Optimization exercise on an open flow, not production practice. RTL: at most simulated, not proved equivalent. Power: default activity.

--- flow/run.sh ---
#!/bin/bash
# synth_recipe.tcl (not shown) runs the flow's synth.tcl, then flattens the netlist and writes it again
# the make line also repeats each setting of config.mk as NAME=value (left out here)
make -C /OpenROAD-flow-scripts/flow DESIGN_CONFIG=/design/flow/config.mk WORK_HOME=/design/flow/orfs CLKGATE_MAP_FILE= SYNTH_SCRIPT=/design/flow/synth_recipe.tcl finish
--- flow/config.mk ---
export PLATFORM = sky130hd
export DESIGN_NAME = sticky_device_id_allocator_unit
export DESIGN_NICKNAME = sticky_device_id_allocator_unit
export VERILOG_FILES = /design/flow/design.v
export SDC_FILE = /design/flow/constraint.sdc
export NUM_CORES = 4
export LEC_CHECK = 0
export CAP_MARGIN = 20
export CELL_PAD_IN_SITES_DETAIL_PLACEMENT = 1
export CELL_PAD_IN_SITES_GLOBAL_PLACEMENT = 2
export CORE_MARGIN = 2
export CORE_UTILIZATION = 40
export PLACE_DENSITY = 0.55
export SETUP_SLACK_MARGIN = 2.5
export SLEW_MARGIN = 20
export SYNTH_MEMORY_MAX_BITS = 8192
--- flow/constraint.sdc ---
create_clock -name core_clock -period 5.5 [get_ports {clk}]
set_input_delay 1.1000 -clock core_clock [delete_from_list [all_inputs] [get_ports {clk}]]
set_output_delay 1.1000 -clock core_clock [all_outputs]
set_load 0.01 [all_outputs]
--- flow/design.v ---
package sdida_pkg;
    localparam int NUM_SLOTS = 256;
    localparam int SLOT_W    = $clog2(NUM_SLOTS);
    localparam int CNT_W     = $clog2(NUM_SLOTS + 1);
    localparam int ID_W      = 8;
    localparam int OWNER_W   = 16;
    typedef enum logic {
        REQ_ALLOC   = 1'b0,
        REQ_RELEASE = 1'b1
    } req_type_t;
    typedef enum logic [1:0] {
        STAT_OK      = 2'd0,
        STAT_FULL    = 2'd1,
        STAT_INVALID = 2'd2
    } status_t;
    typedef enum logic [1:0] {
        ST_IDLE,
        ST_OWN,
        ST_FREE,
        ST_RESP
    } state_t;
endpackage
module sticky_device_id_allocator_unit (
    input  logic        clk,
    input  logic        rst_n,
    input  logic        s_tvalid,
    output logic        s_tready,
    input  logic [23:0] s_tdata,    
    input  logic        s_tuser,    
    output logic        m_tvalid,
    input  logic        m_tready,
    output logic [15:0] m_tdata     
);
    localparam int NS      = sdida_pkg::NUM_SLOTS;
    localparam int NG      = NS / 16;
    localparam int SLOT_W  = sdida_pkg::SLOT_W;
    localparam int CNT_W   = sdida_pkg::CNT_W;
    localparam int OWNER_W = sdida_pkg::OWNER_W;
    localparam int RES_W   = 11;    
    localparam int QD      = 4;     
    logic               a_v, a_rel;
    logic [OWNER_W-1:0] a_data;      
    logic               b_v, b_rel;
    logic [OWNER_W-1:0] b_data;
    logic [NG-1:0]      b_grp_hit;   
    logic [NG-1:0][3:0] b_grp_loc;
    logic [NG-1:0]      b_grp_ff;    
    logic               b_feq;       
    logic               b_wh;        
    logic [SLOT_W-1:0]  b_wh_id;
    logic               w_v;
    logic [SLOT_W-1:0]  w_id;        
    logic [OWNER_W-1:0] w_key;
    logic               c_v, c_claim;
    logic [RES_W-1:0]   c_res;
    logic [RES_W-1:0]   q_data [QD];
    logic [1:0]         q_rd, q_wr;
    logic [2:0]         q_cnt;
    logic [OWNER_W-1:0] key [NS];
    logic [NS-1:0]      held;
    logic [CNT_W-1:0]   rec_cnt;
    logic a_go;
    assign a_go     = a_v & ((q_cnt + 3'(b_v) + 3'(c_v)) <= 3'(QD - 1));
    assign s_tready = ~a_v | a_go;
    logic [NG-1:0]     grp_free;
    logic [NG-1:0]     grp_first;
    logic [NS-1:0]     loc_first;
    logic [NS-1:0]     first_free;
    logic              any_free;
    logic [NG-1:0][3:0] loc_id;
    logic [SLOT_W-1:0] free_id;
    always_comb
    begin
        for (int g = 0; g < NG; g++)
        begin
            logic seen;
            grp_free[g] = ~&held[16*g +: 16];
            seen = 1'b0;
            loc_id[g] = '0;
            for (int j = 0; j < 16; j++)
            begin
                loc_first[16*g + j] = ~held[16*g + j] & ~seen;
                seen = seen | ~held[16*g + j];
            end
            for (int j = 0; j < 16; j++)
            begin
                if (loc_first[16*g + j])
                begin
                    loc_id[g] = loc_id[g] | 4'(j);
                end
            end
        end
        begin
            logic seen;
            seen = 1'b0;
            for (int g = 0; g < NG; g++)
            begin
                grp_first[g] = grp_free[g] & ~seen;
                seen = seen | grp_free[g];
            end
        end
        any_free = |grp_free;
        for (int i = 0; i < NS; i++)
        begin
            first_free[i] = grp_first[i/16] & loc_first[i];
        end
        free_id = '0;
        for (int g = 0; g < NG; g++)
        begin
            if (grp_first[g])
            begin
                free_id = free_id | {4'(g), loc_id[g]};
            end
        end
    end
    logic [15:0] hi_lt, hi_eq, lo_lt;
    logic [NS-1:0] rec;
    always_comb
    begin
        for (int j = 0; j < 16; j++)
        begin
            hi_lt[j] = rec_cnt[8] | (4'(j) < rec_cnt[7:4]);
            hi_eq[j] = ~rec_cnt[8] & (4'(j) == rec_cnt[7:4]);
            lo_lt[j] = (4'(j) < rec_cnt[3:0]);
        end
    end
    for (genvar i = 0; i < NS; i++)
    begin : g_rec
        assign rec[i] = hi_lt[i/16] | (hi_eq[i/16] & lo_lt[i%16]);
    end
    logic [NS-1:0] w_dec;
    always_comb
    begin
        for (int i = 0; i < NS; i++)
        begin
            w_dec[i] = w_v & (w_id == SLOT_W'(i));
        end
    end
    logic [NS-1:0] key_eq, match, match_ff;
    for (genvar i = 0; i < NS; i++)
    begin : g_match
        assign key_eq[i]   = rec[i] & (key[i] == a_data);
        assign match[i]    = key_eq[i] & ~w_dec[i] & ~first_free[i];
        assign match_ff[i] = key_eq[i] & first_free[i];
    end
    logic [NG-1:0]      grp_hit, grp_ff;
    logic [NG-1:0][3:0] grp_hit_loc;
    always_comb
    begin
        for (int g = 0; g < NG; g++)
        begin
            grp_hit[g]     = |match[16*g +: 16];
            grp_ff[g]      = |match_ff[16*g +: 16];
            grp_hit_loc[g] = '0;
            for (int j = 0; j < 16; j++)
            begin
                if (match[16*g + j])
                begin
                    grp_hit_loc[g] = grp_hit_loc[g] | 4'(j);
                end
            end
        end
    end
    logic              hit_w, hit_g, b_match;
    logic [SLOT_W-1:0] hit_g_id, b_match_id;
    always_comb
    begin
        hit_w    = w_v ? b_feq : |b_grp_ff;
        hit_g    = |b_grp_hit;
        hit_g_id = '0;
        for (int g = 0; g < NG; g++)
        begin
            if (b_grp_hit[g])
            begin
                hit_g_id[7:4] = hit_g_id[7:4] | 4'(g);
            end
            hit_g_id[3:0] = hit_g_id[3:0] | b_grp_loc[g];
        end
        b_match    = hit_g | b_wh | hit_w;
        b_match_id = hit_g_id | (b_wh ? b_wh_id : '0) | (hit_w ? w_id : '0);
    end
    logic b_alloc, b_release, b_claim;
    assign b_alloc   = b_v & ~b_rel;
    assign b_release = b_v & b_rel;
    assign b_claim   = b_alloc & ~b_match;
    logic [SLOT_W-1:0] tgt_id;
    logic [NS-1:0]     tgt_dec;
    logic              tgt_set;
    assign tgt_id  = b_rel ? b_data[SLOT_W-1:0] : b_match_id;
    assign tgt_set = b_alloc & b_match;
    always_comb
    begin
        for (int i = 0; i < NS; i++)
        begin
            tgt_dec[i] = (tgt_id == SLOT_W'(i));
        end
    end
    for (genvar i = 0; i < NS; i++)
    begin : g_slot
        always_ff @(posedge clk)
        begin
            if (w_dec[i])
            begin
                key[i] <= w_key;
            end
        end
        always_ff @(posedge clk or negedge rst_n)
        begin
            if (!rst_n)
            begin
                held[i] <= 1'b0;
            end
            else
            begin
                held[i] <= (held[i] & ~(b_release & tgt_dec[i])) | (tgt_set & tgt_dec[i])
                         | (b_claim & first_free[i]);
            end
        end
    end
    always_ff @(posedge clk or negedge rst_n)
    begin
        if (!rst_n)
        begin
            rec_cnt <= '0;
        end
        else if (w_v && !rec_cnt[8] && w_id == rec_cnt[7:0])
        begin
            rec_cnt <= rec_cnt + 1'b1;
        end
    end
    always_ff @(posedge clk or negedge rst_n)
    begin
        if (!rst_n)
        begin
            a_v <= 1'b0;
            b_v <= 1'b0;
            c_v <= 1'b0;
            w_v <= 1'b0;
        end
        else
        begin
            if (s_tready)
            begin
                a_v <= s_tvalid;
            end
            b_v <= a_go;
            c_v <= b_v;
            w_v <= b_claim & any_free;
        end
    end
    always_ff @(posedge clk)
    begin
        if (s_tready && s_tvalid)
        begin
            a_rel  <= s_tuser;
            a_data <= s_tuser ? {8'd0, s_tdata[23:16]}
                              : {s_tdata[7:0], s_tdata[12:8], s_tdata[15:13]};
        end
        b_rel     <= a_rel;
        b_data    <= a_data;
        b_grp_hit <= grp_hit;
        b_grp_loc <= grp_hit_loc;
        b_grp_ff  <= grp_ff;
        b_feq     <= (a_data == b_data);
        b_wh      <= w_v & (a_data == w_key);
        b_wh_id   <= w_id;
        w_id      <= free_id;
        w_key     <= b_data;
        c_claim   <= b_claim & any_free;
        if (b_rel)
        begin
            c_res <= {1'b0, sdida_pkg::STAT_OK, 8'd0};
        end
        else if (b_match)
        begin
            c_res <= {1'b1, sdida_pkg::STAT_OK, b_match_id};
        end
        else if (any_free)
        begin
            c_res <= {1'b0, sdida_pkg::STAT_OK, 8'd0};
        end
        else
        begin
            c_res <= {1'b0, sdida_pkg::STAT_FULL, 8'd0};
        end
    end
    logic [RES_W-1:0] res;
    logic             pop;
    assign res = c_claim ? {1'b0, sdida_pkg::STAT_OK, w_id} : c_res;
    assign pop = (q_cnt != 3'd0) & m_tready;
    always_ff @(posedge clk or negedge rst_n)
    begin
        if (!rst_n)
        begin
            q_rd  <= '0;
            q_wr  <= '0;
            q_cnt <= '0;
        end
        else
        begin
            if (pop)
            begin
                q_rd <= q_rd + 1'b1;
            end
            if (c_v)
            begin
                q_wr <= q_wr + 1'b1;
            end
            q_cnt <= q_cnt + 3'(c_v) - 3'(pop);
        end
    end
    always_ff @(posedge clk)
    begin
        for (int k = 0; k < QD; k++)
        begin
            if (c_v && q_wr == 2'(k))
            begin
                q_data[k] <= res;
            end
        end
    end
    assign m_tvalid = (q_cnt != 3'd0);
    assign m_tdata  = {5'd0, q_data[q_rd]};
endmodule
==> results of run 1 <==
==> repair_timing <==
action / 4_1_cts / 5_1_grt
setup endpoints to repair: 2549 / 399
hold buffers: 1 / 0
hold endpoints to repair: 10 / 0
cloned: 73 / 18
pin swaps: 384 / 390
setup buffers: 602 / 293
resized for setup: 1562 / 665
==> report_power, final <==
group | leakage, nW | internal [mW] | switching [mW]
clock | 8.07 | 19.3 | 15.2
sequential | 42.4 | 40.9 | 1.18
combinational | 34.7 | 11.1 | 23.0
==> cell usage in the layout, fill, tap and decap left out, types with 51 or more instances in the layout <==
cell type / n
nor2_4: 60
clkbuf_16: 554
nor4_2: 170
dfrtp_2: 79
nor3_1: 137
nand2_1: 426
clkbuf_1: 148
o21ai_0: 279
a21oi_1: 115
o211ai_1: 67
nand3_1: 125
dfrtp_1: 194
nor2_2: 137
buf_16: 108
buf_12: 222
nor4_1: 448
nor2_1: 406
xnor2_1: 2190
inv_1: 100
edfxtp_1: 4153
clkinv_2: 70
xor2_1: 1921
nand3b_1: 59
a31oi_1: 112
o221ai_1: 58
a211oi_1: 56
buf_4: 1298
nand4_1: 753
dfxtp_1: 126
clkinv_1: 91
buf_8: 69
or3_1: 51
nor4_4: 74
buf_6: 213
==> routing by layer <==
| metal | share of wire [%] | GRT usage, % |
|---|---|---|
| met1 | 40 | 48.8 |
| met2 | 46 | 59.8 |
| met3 | 7.8 | 7.18 |
| met4 | 6.2 | 17.9 |
| met5 | 0.017 | 0 |
==> cells by family after synthesis <==
logic type | Yosys count | share of synthesized area (%)
buffers and inverters | 874 | 1.82
adder cells (fa/ha/maj) | 15 | 0.0996
flip-flops | 4587 | 66.2
XOR/XNOR | 4148 | 17.9
AO/OA/AOI/OAI | 1319 | 4.40
multiplexers | 26 | 0.138
AND/OR/NAND/NOR | 3494 | 9.47
other | 1 | 0.00184
==> path summary, 6_finish.rpt <==
kind | cells past startpoint | end
setup / recovery | 11 | b_grp_ff[11]
hold / removal | 0 | w_key[14]
setup reg to reg | 11 | b_grp_ff[11]
hold reg to reg | 0 | w_key[14]
max in group asynchronous | 3 | held[29]
min in group asynchronous | 2 | q_rd[1]
==> worst max-delay path: stages, from the launching register on <==
cell,delay [ns]
edfxtp_1,0.39
buf_4,0.17
buf_12,0.17
buf_16,0.26
xor2_1,0.23
nor4_2,0.17
nand4_1,0.60
a21oi_2,0.37
a31oi_1,0.20
o2111ai_1,0.28
a21oi_1,0.16
o221ai_4,0.51
==> cell type report <==
cell class / count / share of cell area [%]
clock buffer: 699 / 5.55
inverter: 106 / 0.162
clock inverter: 240 / 0.941
timing repair buffer: 1994 / 8.70
sequential: 4587 / 52.8
multi-input combinational: 9013 / 28.5
tap: 6706 / 3.28
antenna: 35 / 0.0343
==> registers in the layout, summed over array words and instances, names as in the netlist, 16 cells and up <==
name	flops
key	4096
held	256
b_grp_loc	64
q_data	40
a_data	16
b_data	16
b_grp_ff	16
b_grp_hit	16
w_key	16
==> through the flow <==
| step | area, um2 | power (mW) | TNS (ns) |
|---|---|---|---|
| 2_1_floorplan | 204000 | 55.5 | 0 |
| 3_3_place_gp | 219000 | 69.1 | -0.219 |
| 3_5_place_dp | 219000 | 69.5 | 0 |
| 4_1_cts | 250000 | 109 | 0 |
| 5_1_grt | 256000 | 113 | 0 |
| 6_report | 256000 | 111 | 0 |
==> results.txt, run 1 <==
status timing/DRC/antenna clean; most frequent cell after synthesis edfxtp_1; layout cell share with drive strength beyond 1 about 24%; Yosys top cell area share about three fifths; Via density roughly 6.1; post-placement cell count ~21000; first-pass GRT wire length 1300000 um; maximum number of pins on one net before global-route repair 91; area delta synth->final 25.6%; WS Path Type register to register; final setup violating endpoints 0; CP endpoint kind register; commonest cells in the netlist 4153 x edfxtp_1, 2211 x xnor2_1, 1937 x xor2_1; Place WS between 0.5 and 0.6 ns; YS warnings 3; hold_sp b_data[14]; Critical Path RT about 6.4 ns; area leader, netlist edfxtp_1; CP Launch Type register; Synth Cell Area around 200000 um2; Boundary Pins 47; clk buf depth 4; number of library cell types mapped by synthesis 100; initial antenna violation count 85; RSZ-0062 raised after global routing yes; core area around 500000 um2; 1st-iter DRT viols 15700; CTS H-tree depth 6; clk latency of the worst-skew pair around 1.1 ns; number of synthesized flops with an enable pin approximately 4200; final-report max-slew violation count 0; routability cong. 1.02; sequential area share after synthesis around two thirds; Multi-input gate area around 73000 um2; DP HPWL a little under 600000 um; Slew HR between 10% and 20%; Fillers roughly 49000; Setup WS post-layout roughly 1.6 ns; Clock Tree Root clkbuf_16; Data arrival, critical path 4.77 ns; Max Freq ~260 MHz; Setup crit start a_data[0]; clock-pin slew on the worst setup and hold paths approximately 0.060 ns; Initial DRT Pass Iterations 6; Die Height 717 um; Storage cell area around 130000 um2; Total Wirelength between 900000 and 1000000 um; top_reg_cell synth edfxtp_1; clk_skew slightly below 0.05 ns; Synth Instances ~14000; Layout Nets around 16000; number of global-route vias before repair 144000; Routed WL per cell 42.1 um; FF+latch count, synth between 4000 and 5000; Clock Sinks 4587; Reg2Reg Setup Slack ~1.6 ns; leakage power 85.1 nW; FFs w/ async S/R, synth ~6.0%; Syn Area/Cell roughly 14 um2; HP Class register to register; vias post-DR approximately 140k; Hold Violations, Final 0; Min Clock Period, post-route between 3 and 4 ns; Final Non-Filler Cells 23400; Final ANT Viol Nets 0; drt drc 0; Die ar. around 500000 um2; Chip Width ~700 um; Pwr per Cell Area 433 nW/um2; top post-synthesis cells by area edfxtp_1 61%, xnor2_1 9.5%, xor2_1 8.3%, dfrtp_1 3.4%, nand4_1 2.3%; TritonCTS clock tree yes; Num CTS Buffers between 500 and 600; Initial Utilization 40.2%; I/O Buffers 40; reg-to-reg startpoint a_data[0]; worst slew pin tran between 1 and 1.5 ns; gr usage total ~37%; final core utilization about half; Max FO, Critical Path 20; # rows around 260; max cap viols 0; Hold Worst Slack about 0.36 ns; Peak VDD IR roughly 0.57 mV; GRT overflow 0; final worst-path cycle share about 70%
Testbench counts, summed over its fixed seeds: cycles 9,632, items 9,600.
==> run 2: changes to the inputs <==
--- a/flow/design.v
+++ b/flow/design.v
@@ -33,5 +33,8 @@
 );
     localparam int NS      = sdida_pkg::NUM_SLOTS;
-    localparam int NG      = NS / 16;
+    localparam int NG      = NS / 16;    
+    localparam int CS      = 8;          
+    localparam int NC      = NS / CS;
+    localparam int CL_W    = $clog2(CS);
     localparam int SLOT_W  = sdida_pkg::SLOT_W;
     localparam int CNT_W   = sdida_pkg::CNT_W;
@@ -43,6 +46,6 @@
     logic               b_v, b_rel;
     logic [OWNER_W-1:0] b_data;
-    logic [NG-1:0]      b_grp_hit;   
-    logic [NG-1:0][3:0] b_grp_loc;
+    logic [NC-1:0]      b_grp_hit;   
+    logic [NC-1:0][CL_W-1:0] b_grp_loc;
     logic [NG-1:0]      b_grp_ff;    
     logic               b_feq;       
@@ -55,12 +58,12 @@
     logic [RES_W-1:0]   c_res;
     logic [RES_W-1:0]   q_data [QD];
-    logic [1:0]         q_rd, q_wr;
-    logic [2:0]         q_cnt;
+    logic [QD-1:0]      q_v;
+    logic               rdy;         
     logic [OWNER_W-1:0] key [NS];
     logic [NS-1:0]      held;
     logic [CNT_W-1:0]   rec_cnt;
     logic a_go;
-    assign a_go     = a_v & ((q_cnt + 3'(b_v) + 3'(c_v)) <= 3'(QD - 1));
-    assign s_tready = ~a_v | a_go;
+    assign a_go     = a_v & rdy;
+    assign s_tready = rdy;
     logic [NG-1:0]     grp_free;
     logic [NG-1:0]     grp_first;
@@ -141,41 +144,49 @@
     begin : g_match
         assign key_eq[i]   = rec[i] & (key[i] == a_data);
-        assign match[i]    = key_eq[i] & ~w_dec[i] & ~first_free[i];
-        assign match_ff[i] = key_eq[i] & first_free[i];
+        assign match[i]    = key_eq[i] & ~w_dec[i];
+        assign match_ff[i] = key_eq[i] & loc_first[i];
     end
-    logic [NG-1:0]      grp_hit, grp_ff;
-    logic [NG-1:0][3:0] grp_hit_loc;
+    logic [NC-1:0]      grp_hit;
+    logic [NG-1:0]      grp_ff;
+    logic [NC-1:0][CL_W-1:0] grp_hit_loc;
     always_comb
     begin
-        for (int g = 0; g < NG; g++)
+        for (int g = 0; g < NC; g++)
         begin
-            grp_hit[g]     = |match[16*g +: 16];
-            grp_ff[g]      = |match_ff[16*g +: 16];
+            grp_hit[g]     = |match[CS*g +: CS];
             grp_hit_loc[g] = '0;
-            for (int j = 0; j < 16; j++)
+            for (int j = 0; j < CS; j++)
             begin
-                if (match[16*g + j])
+                if (match[CS*g + j])
                 begin
-                    grp_hit_loc[g] = grp_hit_loc[g] | 4'(j);
+                    grp_hit_loc[g] = grp_hit_loc[g] | CL_W'(j);
                 end
             end
         end
     end
-    logic              hit_w, hit_g, b_match;
+    always_comb
+    begin
+        for (int g = 0; g < NG; g++)
+        begin
+            grp_ff[g] = grp_first[g] & |match_ff[16*g +: 16];
+        end
+    end
+    logic              hit_w, hit_g, hit_ff, b_match;
     logic [SLOT_W-1:0] hit_g_id, b_match_id;
     always_comb
     begin
-        hit_w    = w_v ? b_feq : |b_grp_ff;
+        hit_w    = w_v & b_feq;
+        hit_ff   = |b_grp_ff;
         hit_g    = |b_grp_hit;
         hit_g_id = '0;
-        for (int g = 0; g < NG; g++)
+        for (int g = 0; g < NC; g++)
         begin
             if (b_grp_hit[g])
             begin
-                hit_g_id[7:4] = hit_g_id[7:4] | 4'(g);
+                hit_g_id[SLOT_W-1:CL_W] = hit_g_id[SLOT_W-1:CL_W] | (SLOT_W-CL_W)'(g);
             end
-            hit_g_id[3:0] = hit_g_id[3:0] | b_grp_loc[g];
+            hit_g_id[CL_W-1:0] = hit_g_id[CL_W-1:0] | b_grp_loc[g];
         end
-        b_match    = hit_g | b_wh | hit_w;
+        b_match    = (hit_g & ~(w_v & hit_ff)) | b_wh | hit_w;
         b_match_id = hit_g_id | (b_wh ? b_wh_id : '0) | (hit_w ? w_id : '0);
     end
@@ -287,25 +298,34 @@
     logic [RES_W-1:0] res;
     logic             pop;
+    logic [QD-1:0]    q_vp, q_vn;
     assign res = c_claim ? {1'b0, sdida_pkg::STAT_OK, w_id} : c_res;
-    assign pop = (q_cnt != 3'd0) & m_tready;
+    assign pop = q_v[0] & m_tready;
+    always_comb
+    begin
+        for (int k = 0; k < QD; k++)
+        begin
+            q_vp[k] = pop ? ((k == QD - 1) ? 1'b0 : q_v[(k + 1) % QD]) : q_v[k];
+        end
+        for (int k = 0; k < QD; k++)
+        begin
+            q_vn[k] = q_vp[k] | (c_v & ((k == 0) ? 1'b1 : q_vp[(k + QD - 1) % QD]));
+        end
+    end
+    logic       a_v_next, room_next;
+    assign a_v_next  = rdy ? s_tvalid : a_v;
+    assign room_next = (a_go & b_v)  ? ~q_vn[QD-3]
+                     : (a_go | b_v)  ? ~q_vn[QD-2]
+                     :                 ~q_vn[QD-1];
     always_ff @(posedge clk or negedge rst_n)
     begin
         if (!rst_n)
         begin
-            q_rd  <= '0;
-            q_wr  <= '0;
-            q_cnt <= '0;
+            q_v <= '0;
+            rdy <= 1'b1;
         end
         else
         begin
-            if (pop)
-            begin
-                q_rd <= q_rd + 1'b1;
-            end
-            if (c_v)
-            begin
-                q_wr <= q_wr + 1'b1;
-            end
-            q_cnt <= q_cnt + 3'(c_v) - 3'(pop);
+            q_v <= q_vn;
+            rdy <= ~a_v_next | room_next;
         end
     end
@@ -314,11 +334,15 @@
         for (int k = 0; k < QD; k++)
         begin
-            if (c_v && q_wr == 2'(k))
+            if (c_v && !q_vp[k] && (k == 0 || q_vp[(k + QD - 1) % QD]))
             begin
                 q_data[k] <= res;
             end
+            else if (pop)
+            begin
+                q_data[k] <= (k == QD - 1) ? q_data[k] : q_data[(k + 1) % QD];
+            end
         end
     end
-    assign m_tvalid = (q_cnt != 3'd0);
-    assign m_tdata  = {5'd0, q_data[q_rd]};
+    assign m_tvalid = q_v[0];
+    assign m_tdata  = {5'd0, q_data[0]};
 endmodule
--- a/flow/config.mk
+++ b/flow/config.mk
@@ -11,4 +11,6 @@
 export CORE_MARGIN = 2
 export CORE_UTILIZATION = 40
+export CTS_CLUSTER_DIAMETER = 80
+export CTS_CLUSTER_SIZE = 24
 export PLACE_DENSITY = 0.55
 export SETUP_SLACK_MARGIN = 2.5
==> run 2 against run 1 <==
  * Still clean on timing, DRC and antenna
  * Fmax up 6.1%
  * Worst hold slack worse by 0.016 ns
  * Register-to-register slack better by 0.22 ns
  * Core utilization shrank 1.7 points
  * Area after synthesis is 0.21% lower
  * Total power is 24% lower
  * Cell count decreased by 3.3%
  * Non-clock buffer count fell by 92
==> results.txt, run 2 <==
status timing/DRC/antenna clean; top post-synthesis cells by area edfxtp_1 61%, xnor2_1 12%, xor2_1 6.2%, dfrtp_1 3.4%, nand4_1 2.6%; Layout Nets roughly 16000; core area about 500000 um2; number of global-route vias before repair approximately 140k; Routed WL per cell 41.3 um; number of flip-flops in the largest register 4096; most frequent cells in the layout 4153 x edfxtp_1, 2636 x xnor2_1, 1396 x xor2_1; max cap viols 0; leakage power between 80 and 90 nW; commonest cells in the netlist 4153 x edfxtp_1, 2712 x xnor2_1, 1431 x xor2_1; Via density 6.09; YS warnings 3; Switching Share approximately a third; TritonCTS clock tree yes; Pwr per Cell Area between 300 and 400 nW/um2; Setup TNS 0 ns; Clock Tree Root clkbuf_16; FF+latch count, synth 4633; area leader, netlist edfxtp_1; Internal approximately 57 mW; # rows about 260; Die Height 717 um; top_reg_cell synth edfxtp_1; Sw Pwr ~27 mW; Synth Instances approximately 14000; initial antenna violation count 90; Slew HR between 10 and 15%; worst slew pin tran approximately 1.3 ns; CP Launch Type register; clock-pin slew on the worst setup and hold paths approximately 0.090 ns; vias post-DR approximately 140k; Num CTS Buffers ~290; Place WS 0.485 ns; combinational share of power ~23%; Boundary Pins 47; I/O Buffers 40; Total Wirelength 933000 um; most frequent cell after synthesis edfxtp_1; routability cong. slightly above 1; Min Clock Period, post-route approximately 3.6 ns; Yosys top cell area share a little over 60%; Initial Utilization around 40%; post-route cell area about 250000 um2; first-pass GRT wire length roughly 1200000 um; Data arrival, critical path between 4 and 5 ns; Slowest cell on crit path nor4_4; WS Path Type register to register; power share of the clock group about 29%; 1st-iter DRT viols approximately 16000; layout cell share with drive strength beyond 1 22.2%; Flop pwr share 48.0%; number of library cell types mapped by synthesis around 100; CP cell instances buf_12, buf_16, buf_16, buf_12, buf_6, buf_8, buf_16, buf_6, buf_12, xnor2_4, nand4_1, nor4_4, nand2_1, o21a_1, nand4_1; Biggest register key; Max FO, Critical Path 8; area delta synth->final 21.6%; Synth Cell Area 203000 um2; RSZ-0062 raised after global routing yes; Hold Violations, Final 0; number of synthesized flops with an enable pin ~4200; final setup violating endpoints 0; gr usage total about a third; Peak VDD IR 0.406 mV; HP Class register to register; CTS H-tree depth 5; Critical Path RT about 6.3 ns; Syn Area/Cell between 10 and 15 um2; sequential area share after synthesis about two thirds; Initial DRT Pass Iterations 5; commonest non-fill, non-tap cell in the layout edfxtp_1; clk_skew ~0.06 ns; Post-DP Area roughly 220000 um2; clk latency of the worst-skew pair ~1.0 ns; clk buf depth 4; Chip Width approximately 720 um; Top Registers key (4096), held (256), b_grp_loc (96); Setup WS post-layout approximately 1.9 ns; max incr delay on CP 0.51 ns; Clock Sinks roughly 4600; Final ANT Viol Nets 0; DP HPWL roughly 560000 um; FFs w/ async S/R, synth between 5 and 6%; maximum number of pins on one net before global-route repair ~100; GRT overflow 0; Die ar. 513000 um2; drt drc 0; Final Power approximately 84 mW; final-report max-slew violation count 0; Max Freq between 200 and 300 MHz; CP endpoint kind register; final worst-path cycle share 66.0%
run 2: cell count changes in the layout (fill, tap and decap cells not counted), sizes merged, moves of 92 or more:
cell,previous run,this run
clkbuf,716,347
nor2,603,511
buf,1921,1797
clkinv,193,75
nor4,692,594
xor2,1937,1431
xnor2,2211,2712
nand4,761,853
run 2: layout make-up:
type                            instances  area, um2
Fill cell                           48800     259000
Sequential cell                      4633     136000
Multi-Input combinational cell       8733      70500
Timing Repair Buffer                 1902      22000
Tap cell                             6706       8390
Clock buffer                          316       7500
Clock inverter                        172       2070
Inverter                               93        392
Antenna cell                           43        108
run 2: routing by layer:
layer  vias up  wire, um  track usage, %  share of wire [%]
met1     74700    391000            48.3                 42
met5         -       251               0              0.027
met3      1478     64400            5.11                6.9
met4        36     46700            13.5                5.0
li1      55500         -               -                  -
met2      5951    431000            56.4                 46
run 2: power groups by stage:
stage	Sequential (mW)	Clock [mW]	Combinational [mW]
final	40.5	24.5	19.4
after global placement	41.3	0	15.0
after global routing	40.5	26.0	19.8
after floorplan	41.4	0	6.84
after CTS	40.5	24.9	18.1
after detailed placement	41.3	0	15.3
run 2: path summary, 6_finish.rpt:
| path | start | endpoint | slack (ns) | cells after the start |
|---|---|---|---|---|
| max in group asynchronous | rst_n | held[172] | 3.55 | 3 |
| worst max-delay path | a_data[11] | b_grp_hit[26] | 1.87 | 15 |
| worst min register to register | b_data[8] | w_key[8] | 0.34 | 0 |
| worst min-delay path | b_data[8] | w_key[8] | 0.34 | 0 |
| min in group asynchronous | rst_n | q_v[0] | 0.66 | 2 |
| worst max register to register | a_data[11] | b_grp_hit[26] | 1.87 | 15 |
run 2: critical path, delay by kind of cell (launching register included):
kind,cells,cell delay [ns]
flops,1,0.42
compound gates,1,0.24
buf+inv,9,1.27
simple gates,4,1.27
xor+xnor,1,0.12
run 2: through the flow:
stage | hold slack [ns] | utilization (%) | cells
finish | 0.339 | 48.8 | 22600
global route | 0.333 | 48.8 | 22600
CTS | 0.324 | 47.4 | 22200
detailed placement | 0.348 | 43.1 | 21100
global placement | 0.345 | 43.1 | 21100
floorplan | 0.323 | - | 14200
run 2: cells by family after synthesis:
group	after synthesis	share of synthesized area [%]
adder cells (fa/ha/maj)	2	0.0123
XOR/XNOR	4143	17.9
other	1	0.00185
flip-flops	4633	66.8
AO/OA/AOI/OAI	1208	4.03
AND/OR/NAND/NOR	3352	9.25
multiplexers	20	0.105
buffers and inverters	841	1.93
run 2: what timing repair did:
action,CTS,global route
gates resized for setup,1118,782
pin swaps,331,462
setup endpoints to repair,3629,543
cloned,61,38
setup buffers,516,323
endpoints found under the hold margin,7,0
hold buffers,1,0
Testbench counts of run 2, summed over its fixed seeds: cycles 9,632, items 9,600.
==> run 3: changes to the inputs <==
--- a/flow/config.mk
+++ b/flow/config.mk
@@ -10,9 +10,9 @@
 export CELL_PAD_IN_SITES_GLOBAL_PLACEMENT = 2
 export CORE_MARGIN = 2
-export CORE_UTILIZATION = 40
+export CORE_UTILIZATION = 46
 export CTS_CLUSTER_DIAMETER = 80
 export CTS_CLUSTER_SIZE = 24
-export PLACE_DENSITY = 0.55
-export SETUP_SLACK_MARGIN = 2.5
+export PLACE_DENSITY = 0.62
+export SETUP_SLACK_MARGIN = 2.3
 export SLEW_MARGIN = 20
 export SYNTH_MEMORY_MAX_BITS = 8192
==> run 3 against run 2 <==
  * Clock-buffer cell count fell by 13
  * Combinational power fell by 9%
  * Total power fell by 6.7%
  * Sequential power barely moved
  * Synthesized cell count did not move
  * Largest cell class unchanged
  * Highest routed layer unchanged
==> results.txt, run 3 <==
Setup WS post-layout roughly 2.0 ns; number of synthesized flops with an enable pin just over 4000; top_reg_cell synth edfxtp_1; 1st-iter DRT viols around 17000; GRT overflow 0; worst slew pin tran ~1.4 ns; status timing/DRC/antenna clean; Layout Nets roughly 15000; Die Height about 670 um; vias post-DR about 140k; compound-gate portion of the synthesized area under 10%; Critical Path RT roughly 6.4 ns; Initial Utilization 46.1%; Synth Cell Area between 200000 and 250000 um2; clk buf depth 4; clk_skew roughly 0.053 ns; Boundary Pins 47; TritonCTS clock tree yes; area leader, netlist edfxtp_1; HP Class input pin to asynchronous set/reset pin; gr usage total 38.0%; YS warnings 3; CP endpoint kind register; clock-pin slew on the worst setup and hold paths around 0.1 ns; Biggest register key; Routed WL per cell 41.2 um; Peak VDD IR between 0.3 and 0.4 mV; Clock Sinks roughly 4600; RSZ-0062 raised after global routing yes; number of library cell types mapped by synthesis a little under 100; Final ANT Viol Nets 0; CP Launch Type register; FF+latch count, synth approximately 4600; Max Freq ~290 MHz; final worst-path cycle share a little over three fifths; maximum number of pins on one net before global-route repair 109; DP HPWL between 500000 and 600000 um; commonest non-fill, non-tap cell in the layout edfxtp_1; Clock Tree Root clkbuf_16; final core utilization a little over half; initial antenna violation count 92; Multi-input gate area just under 70000 um2; area delta synth->final 15.3%; layout cell share with drive strength beyond 1 between 15 and 20%; Die ar. 447000 um2; Setup TNS 0 ns; mux contribution to synthesized area 0.105%; Num CTS Buffers approximately 240; Top Registers key (4096), held (256), b_grp_loc (96); Fillers 41800; Chip Width about 670 um; Yosys top cell area share about three fifths; max cap viols 0; clk latency of the worst-skew pair ~1.1 ns; Via density approximately 6.4; most frequent cell after synthesis edfxtp_1; I/O Buffers 40; final setup violating endpoints 0; CP cell instances buf_4, buf_12, buf_16, buf_6, xor2_1, nor4_2, nand4_1, a21oi_2, a21oi_1, o311a_1, a41oi_4; sequential area share after synthesis roughly 67%; Initial DRT Pass Iterations 6; Slew HR under 10%; Max FO, Critical Path 18; top post-synthesis cells by area edfxtp_1 61%, xnor2_1 12%, xor2_1 6.2%, dfrtp_1 3.4%, nand4_1 2.6%; Slowest cell on crit path nand4_1; Pwr per Cell Area 336 nW/um2; core area 441000 um2; leakage power around 75 nW; # rows ~240; Data arrival, critical path 4.36 ns; commonest cells in the netlist 4153 x edfxtp_1, 2712 x xnor2_1, 1431 x xor2_1; Min Clock Period, post-route between 3 and 4 ns; drt drc 0; max incr delay on CP ~0.48 ns; number of flip-flops in the largest register slightly above 4000; xor/xnor share of the synthesized area roughly 18%; WS Path Type register to register; number of global-route vias before repair 134000; FFs w/ async S/R, synth 5.91%; routability cong. around 1.0; Storage cell area ~140000 um2; Total Wirelength a little under 900000 um; Synth Instances roughly 14000; Place WS between 0.7 and 0.8 ns; first-pass GRT wire length roughly 1200000 um; hold buffers post-CTS 0; largest family of logic cells by synthesized area XOR/XNOR gates; final-report max-slew violation count 0; Synth Area in Adders less than 1%; CTS H-tree depth 4; most frequent cells in the layout 4153 x edfxtp_1, 2704 x xnor2_1, 1419 x xor2_1; post-synthesis simple-gate area fraction under 10%; Syn Area/Cell between 10 and 15 um2; Hold Violations, Final 0
==> run 3: cell counts after synthesis <==
Identical to the previous run, type by type.
==> run 3: kinds of logic (layout without fill, tap and decap cells) <==
group,count (synthesis),count (layout)
mux,20,20
fa+ha+maj,2,2
xor+xnor,4143,4143
compound gates,1208,1208
flops,4633,4633
other cells,1,62
buf+inv,841,1893
simple gates,3352,3353
==> run 3: path summary, 6_finish.rpt <==
kind | startpoint | endpoint | slack (ns) | cells past startpoint
max in group asynchronous | rst_n | held[206] | 4.17 | 2
setup / recovery | a_data[8] | b_grp_ff[6] | 2.02 | 11
min in group core_clock | b_data[13] | w_key[13] | 0.35 | 0
hold reg to reg | b_data[13] | w_key[13] | 0.35 | 0
hold / removal | rst_n | q_v[0] | 0.07 | 1
setup reg to reg | a_data[8] | b_grp_ff[6] | 2.02 | 11
==> run 3: power breakdown <==
part	switching (mW)	internal [mW]	total (mW)
Combinational	12.1	5.62	17.7
Clock	12.2	8.49	20.7
Sequential	0.696	39.7	40.4
Total	25.0	53.8	78.8
==> run 3: area by class of cell <==
cell class / count / area share, %
Multi-Input combinational cell: 8732 / 28.8
Tap cell: 5904 / 3.15
Clock buffer: 303 / 2.67
Clock inverter: 64 / 0.379
Timing Repair Buffer: 1433 / 6.83
Inverter: 93 / 0.155
Sequential cell: 4633 / 58.0
Antenna cell: 56 / 0.0598
==> run 3: critical path, delay by kind of cell, from the launching register on <==
kind / cells / cell delay [ns]
AOI/OAI and AO/OA: 4 / 1.10
and+or+nand+nor: 2 / 0.76
buffers and inverters: 4 / 0.75
DFF: 1 / 0.45
xor gates and xnor gates: 1 / 0.19
==> run 3: timing repair <==
| action | 4_1_cts | 5_1_grt |
|---|---|---|
| setup endpoints to repair | 1769 | 410 |
| resized for setup | 566 | 427 |
| pin swaps | 136 | 167 |
| endpoints found under the hold margin | 0 | 0 |
| buffers inserted | 239 | 262 |
| gates cloned | 45 | 19 |
==> run 3: metrics by stage <==
stage          area (um2)  hold WS (ns)  instances  total power [mW]
2_1_floorplan      203000         0.323      14200              48.3
3_3_place_gp       216000         0.342      20200              55.6
3_5_place_dp       216000         0.347      20200              56.0
4_1_cts            229000        0.0719      20900              77.8
5_1_grt            234000         0.127      21200              80.3
6_report           234000        0.0652      21200              78.8
==> run 3: layer usage <==
metal / wire length (um) / vias to the layer above / global-route usage (%)
li1: - / 54300 / -
met1: 349000 / 73100 / 51.7
met2: 406000 / 6761 / 60.6
met3: 71500 / 1564 / 5.90
met4: 46000 / 38 / 16.6
met5: 275 / - / 0
==> run 4: changes to the inputs <==
--- a/flow/config.mk
+++ b/flow/config.mk
@@ -10,8 +10,8 @@
 export CELL_PAD_IN_SITES_GLOBAL_PLACEMENT = 2
 export CORE_MARGIN = 2
-export CORE_UTILIZATION = 46
+export CORE_UTILIZATION = 49
 export CTS_CLUSTER_DIAMETER = 80
 export CTS_CLUSTER_SIZE = 24
-export PLACE_DENSITY = 0.62
+export PLACE_DENSITY = 0.65
 export SETUP_SLACK_MARGIN = 2.3
 export SLEW_MARGIN = 20
==> run 4 against run 3 <==
  * Global-route usage grew 1.6 points
  * Wire length decreased by 2.9%
  * Clock skew up 0.011 ns
  * Critical endpoint is now b_grp_hit[26]
  * Largest power group unchanged
==> results.txt, run 4 <==
status timing/DRC/antenna clean; CTS H-tree depth 4; reg-to-reg startpoint a_data[4]; final core utilization ~56%; YS warnings 3; met2 Use GR 62.1%; Setup TNS 0 ns; Routed WL per cell 41.2 um; Max FO, Critical Path roughly 50; commonest cells in the netlist 4153 x edfxtp_1, 2712 x xnor2_1, 1431 x xor2_1; # rows between 200 and 250; Critical Path RT 6.39 ns; core area between 400000 and 500000 um2; DP HPWL roughly 530000 um; area delta synth->final 13.7%; Syn Area/Cell between 10 and 15 um2; end of the critical path b_grp_hit[26]; RSZ-0062 raised after global routing yes; maximum number of pins on one net before global-route repair 120; TritonCTS clock tree yes; global-route met3 utilization 6.83%; Setup crit start a_data[4]; Top Registers key (4096), held (256), b_grp_loc (96); number of flip-flops in the largest register 4096; clk_skew around 0.064 ns; CP Launch Type register; 1st-iter DRT viols approximately 18000; Synth Instances 14200; FFs w/ async S/R, synth 5.91%; Slowest cell on crit path nor4_4; max incr delay on CP between 0.6 and 0.7 ns; largest family of logic cells by synthesized area XOR/XNOR gates; Initial DRT Pass Iterations 6; clock-pin slew on the worst setup and hold paths about 0.1 ns; layout cell share with drive strength beyond 1 around 14%; post-synthesis simple-gate area fraction 9.25%; routability cong. approximately 1.1; area leader, netlist edfxtp_1; Peak VDD IR around 0.37 mV; clk latency of the worst-skew pair 1.08 ns; mux contribution to synthesized area 0.105%; Die ar. 420000 um2; Clock Tree Root clkbuf_16; CP endpoint kind register; most frequent cell after synthesis edfxtp_1; FF+latch count, synth between 4000 and 5000; top_reg_cell synth edfxtp_1; clk buf depth 4; vias post-DR approximately 140k; number of global-route vias before repair 134000; Chip Width ~650 um; GRT overflow 0; compound-gate portion of the synthesized area under 10%; Boundary Pins 47; Hold Violations, Final 0; WS Path Type register to register; R2R cell count 8; leakage power ~74 nW; Synth Area in Adders less than 1%; HP Class register to register; top post-synthesis cells by area edfxtp_1 61%, xnor2_1 12%, xor2_1 6.2%, dfrtp_1 3.4%, nand4_1 2.6%; crit-path most repeated cell nand4_1; Setup WS post-layout 2.04 ns; Final ANT Viol Nets 0; Pwr per Cell Area between 300 and 400 nW/um2; final worst-path cycle share between 60% and 70%; final setup violating endpoints 0; Data arrival, critical path around 4.4 ns; Yosys top cell area share approximately three fifths; Num CTS Buffers ~240; Total Wirelength 848000 um; Clock Sinks around 4600; gr busiest metal met2; number of library cell types mapped by synthesis ~100; I/O Buffers 40; initial antenna violation count 88; final-report max-slew violation count 0; worst slew pin tran about 1.4 ns; Die Height around 650 um; Min Clock Period, post-route 3.46 ns; Layout Nets approximately 15000; Via density between 6 and 7; Biggest register key; sequential area share after synthesis 66.8%; xor/xnor share of the synthesized area ~18%; r2r endpoint b_grp_hit[26]; drt drc 0; gr usage total about two fifths; Slew HR about 8.1%; number of synthesized flops with an enable pin slightly above 4000; CP cell instances buf_12, buf_16, xnor2_4, nand4_1, nor4_4, nand2_1, o21a_1, nand4_1; M1 GR Usage approximately 54%; Initial Utilization between 40% and 50%; Max Freq 289 MHz; Place WS ~1.1 ns; most frequent cells in the layout 4153 x edfxtp_1, 2703 x xnor2_1, 1422 x xor2_1; Synth Cell Area slightly above 200000 um2; commonest non-fill, non-tap cell in the layout edfxtp_1; max cap viols 0; Reg2Reg Setup Slack 2.04 ns; first-pass GRT wire length 1140000 um; Fillers a little under 40000
run 4: cell count changes in the layout (fill, tap and decap cells not counted), moves of 10 or more:
cell / change
buf_12: +11
buf_16: -26
buf_4: -136
buf_6: -21
bufbuf_16: -12
clkbuf_1: -26
dfrtp_2: +10
nor4_1: +31
nor4_2: -17
nor4_4: -14
run 4: worst min-delay path by stage:
stage / start / end / cells past startpoint
after floorplan: a_rel / b_rel / 0
after global placement: b_data[9] / w_key[9] / 0
after detailed placement: b_data[15] / w_key[15] / 0
after CTS: b_data[15] / w_key[15] / 0
after global routing: b_data[15] / w_key[15] / 0
final: b_data[15] / w_key[15] / 0
run 4: cells by family after synthesis:
group / count (synthesis)
AOI/OAI and AO/OA: 1208
xor gates and xnor gates: 4143
adders and majority gates: 2
buffers and inverters: 841
DFF: 4633
muxes: 20
other: 1
and+or+nand+nor: 3352
run 4: area by class of cell:
type / instances / area, um2 / share of cell area, %
antenna: 50 / 125 / 0.0542
clock buffer: 276 / 6150 / 2.66
clock inverter: 69 / 883 / 0.383
inverter: 93 / 365 / 0.158
multi-input combinational: 8731 / 67000 / 29.0
sequential: 4633 / 136000 / 58.8
tap: 5474 / 6850 / 2.97
timing repair buffer: 1241 / 13700 / 5.91
run 4: through the flow:
stage | total power, mW | area (um2) | std cells | hold WS (ns)
after global routing | 79.0 | 231000 | 20500 | 0.373
after floorplan | 48.3 | 203000 | 14200 | 0.323
after CTS | 76.9 | 228000 | 20400 | 0.362
final | 77.6 | 231000 | 20600 | 0.361
after global placement | 55.5 | 216000 | 19800 | 0.344
after detailed placement | 55.9 | 216000 | 19800 | 0.348
run 4: where the power goes:
part	leakage [nW]	switching, mW	internal, mW
clock network	3.41	12.1	8.29
registers	42.8	0.766	39.7
logic	27.4	11.6	5.17
run 4: what timing repair did:
action,4_1_cts,5_1_grt
endpoints found under the setup margin,1461,266
resized for setup,442,331
hold buffers,1,0
hold endpoints to repair,16,0
pin swaps,125,146
cloned,33,13
buffers inserted,176,126
run 4: per-layer routing:
metal,wire [um],up-vias
li1,-,53900
met1,337000,72400
met2,386000,7377
met3,78700,1661
met4,45900,42
met5,331,-
run 4: worst max-delay path: cells and delay by family, from the launching register on:
family                    cells  cell delay, ns
DFF                           1            0.42
xor gates and xnor gates      1            0.39
and+or+nand+nor               4            1.49
buffers and inverters         2            0.36
AOI/OAI and AO/OA             1            0.21
==> run 5: changes to the inputs <==
--- a/flow/design.v
+++ b/flow/design.v
@@ -44,4 +44,7 @@
     logic               a_v, a_rel;
     logic [OWNER_W-1:0] a_data;      
+    localparam int NQ = 4;
+    localparam logic [NQ*OWNER_W-1:0] CMP_MASK = 64'haaaa_5555_ffff_0000;
+    logic [NQ-1:0][OWNER_W-1:0] a_cmp;
     logic               b_v, b_rel;
     logic [OWNER_W-1:0] b_data;
@@ -54,4 +57,6 @@
     logic               w_v;
     logic [SLOT_W-1:0]  w_id;        
+    logic [NG-1:0]      w_goh;       
+    logic [15:0]        w_loh;
     logic [OWNER_W-1:0] w_key;
     logic               c_v, c_claim;
@@ -137,5 +142,5 @@
         for (int i = 0; i < NS; i++)
         begin
-            w_dec[i] = w_v & (w_id == SLOT_W'(i));
+            w_dec[i] = w_v & w_goh[i/16] & w_loh[i%16];
         end
     end
@@ -143,5 +148,5 @@
     for (genvar i = 0; i < NS; i++)
     begin : g_match
-        assign key_eq[i]   = rec[i] & (key[i] == a_data);
+        assign key_eq[i]   = rec[i] & ((key[i] ^ CMP_MASK[OWNER_W*(i/(NS/NQ)) +: OWNER_W]) == a_cmp[i/(NS/NQ)]);
         assign match[i]    = key_eq[i] & ~w_dec[i];
         assign match_ff[i] = key_eq[i] & loc_first[i];
@@ -267,4 +272,9 @@
             a_data <= s_tuser ? {8'd0, s_tdata[23:16]}
                               : {s_tdata[7:0], s_tdata[12:8], s_tdata[15:13]};
+            for (int k = 0; k < NQ; k++)
+            begin
+                a_cmp[k] <= CMP_MASK[OWNER_W*k +: OWNER_W] ^ (s_tuser ? {8'd0, s_tdata[23:16]}
+                                                   : {s_tdata[7:0], s_tdata[12:8], s_tdata[15:13]});
+            end
         end
         b_rel     <= a_rel;
@@ -277,4 +287,15 @@
         b_wh_id   <= w_id;
         w_id      <= free_id;
+        w_goh     <= grp_first;
+        for (int j = 0; j < 16; j++)
+        begin
+            logic any;
+            any = 1'b0;
+            for (int g = 0; g < NG; g++)
+            begin
+                any = any | first_free[16*g + j];
+            end
+            w_loh[j] <= any;
+        end
         w_key     <= b_data;
         c_claim   <= b_claim & any_free;
--- a/flow/config.mk
+++ b/flow/config.mk
@@ -10,9 +10,9 @@
 export CELL_PAD_IN_SITES_GLOBAL_PLACEMENT = 2
 export CORE_MARGIN = 2
-export CORE_UTILIZATION = 49
+export CORE_UTILIZATION = 40
 export CTS_CLUSTER_DIAMETER = 80
 export CTS_CLUSTER_SIZE = 24
-export PLACE_DENSITY = 0.65
-export SETUP_SLACK_MARGIN = 2.3
+export PLACE_DENSITY = 0.55
+export SETUP_SLACK_MARGIN = 2.5
 export SLEW_MARGIN = 20
 export SYNTH_MEMORY_MAX_BITS = 8192
==> run 5 against run 4 <==
  * Setup slack got worse by 0.11 ns
  * Critical endpoint is now b_grp_ff[5]
  * Non-clock buffer count increased by 603
  * Sequential power increased by 1%
  * Global-route usage decreased by 2.9 points
  * First-iteration DRC count decreased by 1.2%
  * Design area increased by 7.9%
  * Critical path depth increased by 3
  * Critical path type unchanged
  * Via count increased by 6.1%
==> results.txt, run 5 <==
status timing/DRC/antenna clean; Switching Share between 30% and 40%; clock-pin slew on the worst setup and hold paths roughly 0.1 ns; most frequent cells in the layout 4169 x edfxtp_1, 2091 x xnor2_1, 2012 x xor2_1; top_reg_cell synth edfxtp_1; Final ANT Viol Nets 0; Fillers about 50000; Initial Utilization 40.1%; gr busiest metal met2; Num CTS Buffers roughly 290; final-report max-slew violation count 0; most frequent cell after synthesis edfxtp_1; number of library cell types mapped by synthesis about 100; Post-DP Area 220000 um2; first-pass GRT wire length between 1000000 and 1500000 um; CTS H-tree depth 5; R2R cell count 11; RSZ-0062 raised after global routing yes; Storage cell area 137000 um2; Syn Area/Cell 14.1 um2; combinational share of power approximately 22%; worst slew pin tran about 1.3 ns; GRT overflow 0; post-route cell area 249000 um2; WS Path Type register to register; Biggest register key; number of synthesized flops with an enable pin between 4000 and 5000; power share of the clock group between 20 and 30%; end of the critical path b_grp_ff[5]; top post-synthesis cells by area edfxtp_1 61%, xnor2_1 9.0%, xor2_1 8.6%, dfrtp_1 3.3%, dfxtp_1 2.3%; Boundary Pins 47; Flop pwr share between 40 and 50%; Top Registers key (4096), held (256), b_grp_loc (96); clk_skew 0.0574 ns; hold buffers post-CTS 0; Die ar. between 500000 and 600000 um2; Data arrival, critical path approximately 4.5 ns; Slowest cell on crit path nand4_1; clk latency of the worst-skew pair 1.07 ns; r2r endpoint b_grp_ff[5]; Min Clock Period, post-route ~3.6 ns; Internal between 50 and 60 mW; Clock Sinks ~4700; TritonCTS clock tree yes; Die Height between 700 and 800 um; crit-path most repeated cell buf_4; Max FO, Critical Path 18; Reg2Reg Setup Slack a little under 2 ns; # rows ~260; Clock Tree Root clkbuf_16; global-route met3 utilization under 10%; vias post-DR about 140k; Pwr per Cell Area around 330 nW/um2; number of flip-flops in the largest register 4096; DP HPWL between 600000 and 700000 um; drt drc 0; area delta synth->final 21.0%; CP Launch Type register; Sw Pwr approximately 27 mW; layout cell share with drive strength beyond 1 22.4%; Hold Violations, Final 0; Setup crit start a_cmp[32]; Critical Path RT 6.45 ns; gr usage total 36.7%; commonest non-fill, non-tap cell in the layout edfxtp_1; Final Power ~83 mW; Routed WL per cell about 44 um; reg-to-reg startpoint a_cmp[32]; max incr delay on CP between 0.8 and 0.9 ns; maximum number of pins on one net before global-route repair approximately 110; Peak VDD IR between 0.3 and 0.4 mV; Slew HR about an eighth; Via density roughly 6.2; Synth Instances about 15000; final worst-path cycle share about two thirds; routability cong. approximately 1.0; leakage power around 83 nW; FFs w/ async S/R, synth under 10%; initial antenna violation count approximately 110; Multi-input gate area ~73000 um2; core area 513000 um2; FF+latch count, synth between 4000 and 5000; area leader, netlist edfxtp_1; I/O Buffers 40; Yosys top cell area share 60.8%; CP endpoint kind register; commonest cells in the netlist 4169 x edfxtp_1, 2113 x xnor2_1, 2030 x xor2_1; max cap viols 0; Chip Width 721 um; Synth Cell Area 206000 um2; number of global-route vias before repair ~140k; Initial DRT Pass Iterations 6; met2 Use GR a little under three fifths; sequential area share after synthesis 66.4%; HP Class input pin to asynchronous set/reset pin; clk buf depth 4; Layout Nets 16000; final setup violating endpoints 0; Max Freq roughly 280 MHz; M1 GR Usage 50.4%; Total Wirelength slightly above 1000000 um; YS warnings 3; CP cell instances buf_4, buf_12, xnor2_1, nor4_1, nand4_1, a311oi_1, buf_4, a221o_1, a2111oi_1, buf_2, a31oi_1; 1st-iter DRT viols roughly 18000
run 5: worst min-delay path by stage:
| stage | startpoint | endpoint | slack (ns) | depth (start not counted) |
|---|---|---|---|---|
| floorplan | a_rel | b_rel | 0.32 | 0 |
| global placement | a_rel | b_rel | 0.34 | 0 |
| detailed placement | a_rel | b_rel | 0.33 | 0 |
| CTS | rst_n | a_v | 0.03 | 1 |
| global route | rst_n | b_v | 0.04 | 1 |
| finish | rst_n | b_v | 0.006 | 1 |
run 5: cell type report:
| cell class | instances | share of cell area (%) |
|---|---|---|
| clock buffers | 317 | 2.96 |
| inverters | 151 | 0.240 |
| diodes | 84 | 0.0844 |
| repair buffers | 1844 | 8.42 |
| flip-flops and latches | 4681 | 55.0 |
| multi-input cells | 9006 | 29.2 |
| well taps | 6757 | 3.39 |
| clock inverters | 145 | 0.697 |
run 5: critical path, delay by kind of cell (launching register included):
family	cells	cell delay (ns)
flops	1	0.42
simple gates	2	1.09
buf+inv	4	0.78
compound gates	4	0.98
xor+xnor	1	0.15
run 5: through the flow:
step / utilization [%] / hold slack [ns] / worst slack, ns / std cells / setup TNS [ns]
after CTS: 45.8 / 0.0302 / 2.09 / 22200 / 0
final: 48.6 / 0.00631 / 1.92 / 23000 / 0
after detailed placement: 42.8 / 0.329 / -0.357 / 21400 / -0.357
after global routing: 48.5 / 0.0390 / 1.98 / 22900 / 0
after global placement: 42.8 / 0.343 / -0.267 / 21400 / -0.267
after floorplan: - / 0.323 / 2.74 / 14600 / 0
run 5: logic make-up after synthesis:
kind of cell               count (synthesis)  synth area share [%]
AOI/OAI and AO/OA                       1372                  4.45
xor gates and xnor gates                4143                  17.6
adders and majority gates                  2                0.0122
buffers and inverters                    915                  1.93
DFF                                     4681                  66.4
muxes                                     23                 0.114
other                                      1               0.00182
and+or+nand+nor                         3458                  9.42
run 5: repair_timing:
item	4_1_cts	5_1_grt
endpoints found under the setup margin	479	467
cloned	36	58
gates resized for setup	618	1511
buffers inserted	260	650
pin swaps	139	491
run 5: power groups by stage:
stage               clock (mW)  combinational, mW  sequential (mW)
global route              25.2               18.6             41.1
CTS                       24.1               16.2             41.1
finish                    23.8               18.4             41.1
global placement             0               14.4             42.0
detailed placement           0               14.6             42.0
floorplan                    0               6.22             41.9
run 5: routing by layer:
metal	part of all wire [%]	wire length [um]
met2	45	457000
met1	41	415000
met3	8.1	82700
met4	6.1	62100
met5	0.024	245
Testbench counts of run 5, summed over its fixed seeds: cycles 9,632, items 9,600.
==> run 6: changes to the inputs <==
--- a/flow/design.v
+++ b/flow/design.v
@@ -200,14 +200,13 @@
     assign b_release = b_v & b_rel;
     assign b_claim   = b_alloc & ~b_match;
-    logic [SLOT_W-1:0] tgt_id;
-    logic [NS-1:0]     tgt_dec;
-    logic              tgt_set;
-    assign tgt_id  = b_rel ? b_data[SLOT_W-1:0] : b_match_id;
-    assign tgt_set = b_alloc & b_match;
+    logic [NS-1:0] rel_dec, hit_dec;
     always_comb
     begin
         for (int i = 0; i < NS; i++)
         begin
-            tgt_dec[i] = (tgt_id == SLOT_W'(i));
+            rel_dec[i] = (b_data[SLOT_W-1:0] == SLOT_W'(i));
+            hit_dec[i] = (b_grp_hit[i/CS] & (b_grp_loc[i/CS] == CL_W'(i%CS)))
+                       | (b_wh & (b_wh_id == SLOT_W'(i)))
+                       | (hit_w & w_goh[i/16] & w_loh[i%16]);
         end
     end
@@ -229,5 +228,5 @@
             else
             begin
-                held[i] <= (held[i] & ~(b_release & tgt_dec[i])) | (tgt_set & tgt_dec[i])
+                held[i] <= (held[i] & ~(b_release & rel_dec[i])) | (b_alloc & hit_dec[i])
                          | (b_claim & first_free[i]);
             end
==> run 6 against run 5 <==
  * Still clean
  * Core utilization is 0.39 points lower
  * Global-route usage grew 2.3 points
  * Wire length rose by 5.9%
  * Clock-buffer cell count rose by 24
  * Largest cell class unchanged
==> results.txt, run 6 <==
max incr delay on CP 1.07 ns; Hold Violations, Final 0; commonest non-fill, non-tap cell in the layout edfxtp_1; initial antenna violation count roughly 150; layout cell share with drive strength beyond 1 between 20% and 30%; Pwr per Cell Area about 330 nW/um2; number of synthesized flops with an enable pin about 4200; # rows roughly 270; post-placement cell count 22500; Yosys top cell area share about three fifths; core area around 520000 um2; final-report max-slew violation count 0; gr usage total between 30% and 40%; GRT overflow 0; TritonCTS clock tree yes; Min Clock Period, post-route ~3.6 ns; DP HPWL 677000 um; FFs w/ async S/R, synth under 10%; max cap viols 0; Peak VDD IR roughly 0.38 mV; clk latency of the worst-skew pair 1.06 ns; Max FO, Critical Path 13; first-pass GRT wire length about 1400000 um; CP cell instances buf_4, buf_4, nor2_4, and3_1, buf_4, nand2_1, a21oi_2, inv_1, o21ai_2, a222oi_1, a41oi_4; I/O Buffers 40; status timing/DRC/antenna clean; Layout Nets 16800; clk_skew 0.0663 ns; top_reg_cell synth edfxtp_1; YS warnings 3; Total Wirelength about 1100000 um; Slowest cell on crit path a222oi_1; RSZ-0062 raised after global routing yes; Via density between 6 and 7; FF+latch count, synth between 4000 and 5000; Biggest register key; number of global-route vias before repair ~150k; Setup WS post-layout slightly below 2 ns; top post-synthesis cells by area edfxtp_1 60%, xnor2_1 9.0%, xor2_1 8.3%, dfrtp_1 3.3%, dfxtp_1 2.3%; Clock Tree Root clkbuf_16; CP endpoint kind register; CTS H-tree depth 5; commonest cells in the netlist 4169 x edfxtp_1, 2162 x xnor2_1, 1981 x xor2_1; Synth Instances 15500; sequential area share after synthesis 65.1%; Place WS about 0.87 ns; crit-path most repeated cell buf_4; Routed WL per cell roughly 45 um; Chip Width roughly 730 um; area leader, netlist edfxtp_1; Slew HR about a tenth; CP Launch Type register; Data arrival, critical path between 4 and 5 ns; drt drc 0; Num CTS Buffers 291; most frequent cells in the layout 4169 x edfxtp_1, 2127 x xnor2_1, 1963 x xor2_1; clk buf depth 4; hold buffers post-CTS 0; WS Path Type register to register; final core utilization between 40% and 50%; vias post-DR 152000; number of library cell types mapped by synthesis 103; Syn Area/Cell around 14 um2; Clock Sinks roughly 4700; Critical Path RT roughly 6.3 ns; area delta synth->final 20.1%; Initial DRT Pass Iterations 7; Boundary Pins 47; HP Class input pin to asynchronous set/reset pin; 1st-iter DRT viols 20000; worst slew pin tran 1.33 ns; Max Freq roughly 280 MHz; final setup violating endpoints 0; final worst-path cycle share 64.9%; most frequent cell after synthesis edfxtp_1; routability cong. 1.06; number of flip-flops in the largest register ~4100; Initial Utilization 40.1%; Die ar. about 530000 um2; leakage power 82.7 nW; Top Registers key (4096), held (256), b_grp_loc (96); clock-pin slew on the worst setup and hold paths ~0.090 ns; Final ANT Viol Nets 0; maximum number of pins on one net before global-route repair between 100 and 150; Synth Cell Area ~210000 um2; Setup TNS 0 ns; Die Height roughly 730 um; Final Non-Filler Cells 24100
run 6: cell types whose count changed in the layout (fill, tap and decap cells not counted), moves of 53 or more:
cell	before	now
nor2b_1	32	88
nor2_1	291	348
a32oi_1	4	107
a22oi_1	32	168
a31oi_1	110	37
nand2_1	528	753
o21ai_0	261	618
a21oi_1	126	223
and3_1	180	115
and3_2	44	97
a221oi_2	70	14
run 6: path summary, 6_finish.rpt:
check / start / to / slack, ns / cells after the start
max: rec_cnt[8] / b_grp_ff[6] / 1.93 / 11
min: rst_n / b_v / 0.03 / 1
max reg2reg: rec_cnt[8] / b_grp_ff[6] / 1.93 / 11
min reg2reg: b_data[8] / w_key[8] / 0.35 / 0
max in group asynchronous: rst_n / held[103] / 4.04 / 2
min in group core_clock: b_data[8] / w_key[8] / 0.35 / 0
run 6: per-stage QoR:
step	power (mW)	area (um2)	hold slack, ns
after global routing	85.5	252000	0.0357
after CTS	82.8	245000	0.0252
final	84.1	252000	0.0255
after detailed placement	56.6	224000	0.346
after floorplan	48.1	210000	0.323
after global placement	56.3	224000	0.343
run 6: kinds of logic (layout without fill, tap and decap cells):
family | after synthesis | in the layout | share of synthesized area, %
flip-flops | 4681 | 4681 | 65.1
XOR/XNOR | 4143 | 4143 | 17.3
AND/OR/NAND/NOR | 3785 | 3786 | 9.83
AO/OA/AOI/OAI | 1861 | 1861 | 5.65
buffers and inverters | 991 | 2477 | 2.00
multiplexers | 23 | 23 | 0.111
adder cells (fa/ha/maj) | 2 | 2 | 0.0119
other | 1 | 136 | 0.00179
run 6: cell type report:
type / instances / area, um2
well taps: 6968 / 8720
inverters: 198 / 926
diodes: 130 / 325
fillers: 51400 / 272000
repair buffers: 1804 / 20200
flip-flops and latches: 4681 / 137000
clock inverters: 133 / 1730
clock buffers: 341 / 7680
repair inverters: 1 / 11.3
multi-input cells: 9821 / 75700
run 6: per-layer routing:
layer	vias up	track usage [%]	part of all wire [%]
li1	60000	-	-
met1	81500	51.2	39
met2	8485	61.1	45
met3	2107	7.39	8.3
met4	56	21.4	6.9
met5	-	0.345	0.063
run 6: worst max-delay path: cells and delay by family (launching register included):
kind | cells | cell delay (ns)
buf+inv | 4 | 0.67
flops | 1 | 0.54
simple gates | 3 | 0.48
compound gates | 4 | 1.61
run 6: where the power goes:
group,switching (mW),internal [mW]
clock,13.5,10.9
sequential,1.08,40.1
combinational,12.6,5.83
run 6: timing repair:
item,4_1_cts,5_1_grt
setup buffers,524,382
cloned,53,25
pin swaps,280,319
hold endpoints to repair,0,0
endpoints found under the setup margin,1805,329
resized for setup,1284,715
Testbench counts of run 6, summed over its fixed seeds: cycles 9,632, items 9,600.
==> run 7: changes to the inputs <==
--- a/flow/config.mk
+++ b/flow/config.mk
@@ -14,5 +14,5 @@
 export CTS_CLUSTER_SIZE = 24
 export PLACE_DENSITY = 0.55
-export SETUP_SLACK_MARGIN = 2.5
+export SETUP_SLACK_MARGIN = 2.0
 export SLEW_MARGIN = 20
 export SYNTH_MEMORY_MAX_BITS = 8192
==> run 7 against run 6 <==
  * Core utilization shrank 2.9 points
  * Combinational power fell by 16%
  * Non-clock buffer count fell by 844
  * The layout now fails its checks (antenna rules, slew limit)
  * First-iteration DRC count fell by 5.9%
  * Global-route usage shrank 1.6 points
  * Setup slack got worse by 0.19 ns
  * Clock-buffer cell count unchanged
  * Total power decreased by 3.6%
  * Flip-flop and latch count unchanged
  * Cell count down 3.4%
  * Synthesized cell count did not move
==> results.txt, run 7 <==
max incr delay on CP between 0.7 and 0.8 ns; number of synthesized flops with an enable pin 4169; 1st-iter DRT viols roughly 19000; GRT overflow 0; Peak VDD IR about 0.39 mV; layout check failures antenna rules, slew limit; worst slew pin tran between 1.5 and 2 ns; Boundary Pins 47; Biggest register key; Crit path buffers/inverters 2; final setup violating endpoints 0; Top Registers key (4096), held (256), b_grp_loc (96); I/O Buffers 40; largest family of logic cells by synthesized area XOR/XNOR gates; Via density roughly 6.3; reg-to-reg startpoint rec_cnt[2]; number of flip-flops in the largest register 4096; core area 524000 um2; Slew HR -3.52%; CP Launch Type register; Crit. path cell count 8; Synth Area in Adders 0.0119%; clk latency of the worst-skew pair ~1.0 ns; first-pass GRT wire length 1350000 um; commonest non-fill, non-tap cell in the layout edfxtp_1; YS warnings 3; Critical Path RT around 6.3 ns; Synth Instances ~15000; Yosys top cell area share around three fifths; crit-path most repeated cell buf_4; initial antenna violation count 158; R2R cell count 8; CP endpoint kind register; maximum number of pins on one net before global-route repair around 130; HP Class input pin to asynchronous set/reset pin; post-synthesis simple-gate area fraction 9.83%; most frequent cell after synthesis edfxtp_1; Layout Nets around 16000; Clock Sinks around 4700; drt drc 0; Setup crit start rec_cnt[2]; Initial Utilization 40.1%; mux contribution to synthesized area less than 1%; RSZ-0062 raised after global routing yes; Crit path max-delay family compound AO/OA/AOI/OAI gates; gr usage total 37.4%; Hold Violations, Final 0; final worst-path cycle share between 60% and 70%; sequential area share after synthesis between 60 and 70%; TritonCTS clock tree yes; Min Clock Period, post-route ~3.8 ns; Total Wirelength 1020000 um; Pwr per Cell Area about 340 nW/um2; Max Freq around 270 MHz; Place WS between 0.8 and 0.9 ns; Final Power between 80 and 90 mW; Die Height 729 um; r2r endpoint b_grp_ff[14]; Setup TNS 0 ns; DP HPWL 677000 um; FF+latch count, synth approximately 4700; Clock Tree Root clkbuf_16; top_reg_cell synth edfxtp_1; Hold Worst Slack just under 0.05 ns; end of the critical path b_grp_ff[14]; commonest cells in the netlist 4169 x edfxtp_1, 2162 x xnor2_1, 1981 x xor2_1; Die ar. 531000 um2; Slowest cell on crit path a21oi_4; number of library cell types mapped by synthesis 103; Setup WS post-layout around 1.7 ns; top post-synthesis cells by area edfxtp_1 60%, xnor2_1 9.0%, xor2_1 8.3%, dfrtp_1 3.3%, dfxtp_1 2.3%; Num CTS Buffers ~290; xor/xnor share of the synthesized area between 10% and 20%; FFs w/ async S/R, synth around 5.9%; Routed WL per cell ~44 um; WS Path Type register to register; Initial DRT Pass Iterations 9; Max FO, Critical Path 15; Reg2Reg Setup Slack 1.74 ns; leakage power around 76 nW; CP cell instances buf_4, a21oi_4, buf_4, nor2_1, o21ai_0, o22ai_1, nor4_2, a21oi_1; Syn Area/Cell between 10 and 15 um2; clk buf depth 4; Final ANT Viol Nets 2; Chip Width approximately 730 um; vias post-DR roughly 150k; most frequent cells in the layout 4169 x edfxtp_1, 2162 x xnor2_1, 1981 x xor2_1; area delta synth->final 12.8%; status complete, but fails checks; clk_skew 0.0770 ns; # rows roughly 270; routability cong. roughly 1.1; clock-pin slew on the worst setup and hold paths 0.09 ns; compound-gate portion of the synthesized area about 5.6%; CTS H-tree depth 5; final-report max-slew violation count 25; area leader, netlist edfxtp_1; Data arrival, critical path about 4.6 ns; max cap viols 0; Synth Cell Area between 200000 and 250000 um2; layout cell share with drive strength beyond 1 a little under an eighth; number of global-route vias before repair 145000
-- run 7: changes by cell type in the layout (fill, tap and decap cells not counted), sizes merged, moves of 11 or more --
cell           change
inv               +22
clkdlybuf4s50     +12
dlygate4sd2       -11
buf              -803
clkinvlp          -22
clkbuf            -19
bufbuf            -23
diode             +25
-- run 7: timing repair --
item / CTS / global route
gates resized for setup: 262 / 147
setup buffers: 77 / 50
endpoints found under the setup margin: 369 / 158
pin swaps: 34 / 35
hold buffers: 0 / 0
hold endpoints to repair: 0 / 0
cloned: 4 / 7
-- run 7: how the worst min path moves through the flow --
stage	start	end	slack, ns	cells after the start
2_1_floorplan	a_rel	b_rel	0.32	0
3_3_place_gp	b_data[13]	w_key[13]	0.34	0
3_5_place_dp	b_data[12]	w_key[12]	0.35	0
4_1_cts	rst_n	b_v	0.03	1
5_1_grt	rst_n	b_v	0.05	1
6_report	rst_n	b_v	0.05	1
-- run 7: kinds of logic after synthesis --
kind of cell | count (synthesis)
flip-flops | 4681
AND/OR/NAND/NOR | 3785
adder cells (fa/ha/maj) | 2
multiplexers | 23
buffers and inverters | 991
other | 1
AO/OA/AOI/OAI | 1861
XOR/XNOR | 4143
-- run 7: layout make-up --
cell class              count  area, um2
repair buffers            960       9820
flip-flops and latches   4681     137000
multi-input cells        9820      70900
inverters                 198        811
clock buffers             341       7680
fillers                 52200     287000
clock inverters           133       1730
well taps                6968       8720
diodes                    155        388
-- run 7: layer usage --
layer | wire length (um) | up-vias | global-route usage (%) | part of all wire [%]
met5 | 295 | - | 0 | 0.029
met4 | 59100 | 42 | 18.7 | 5.8
met3 | 78800 | 1893 | 6.51 | 7.7
met2 | 469000 | 7659 | 59.7 | 46
met1 | 411000 | 78400 | 49.4 | 40
li1 | - | 58200 | - | -
-- run 7: report_power, final --
part	internal [mW]	switching [mW]
sequential	40.1	1.15
clock	10.9	13.4
combinational	4.23	11.2
-- run 7: stage by stage --
step                      util, %  std cells  area [um2]
after CTS                    44.9      23000      235000
after global routing         45.2      23100      237000
final                        45.2      23300      237000
after floorplan                 -      15500      210000
after global placement       42.7      22500      224000
after detailed placement     42.8      22500      224000
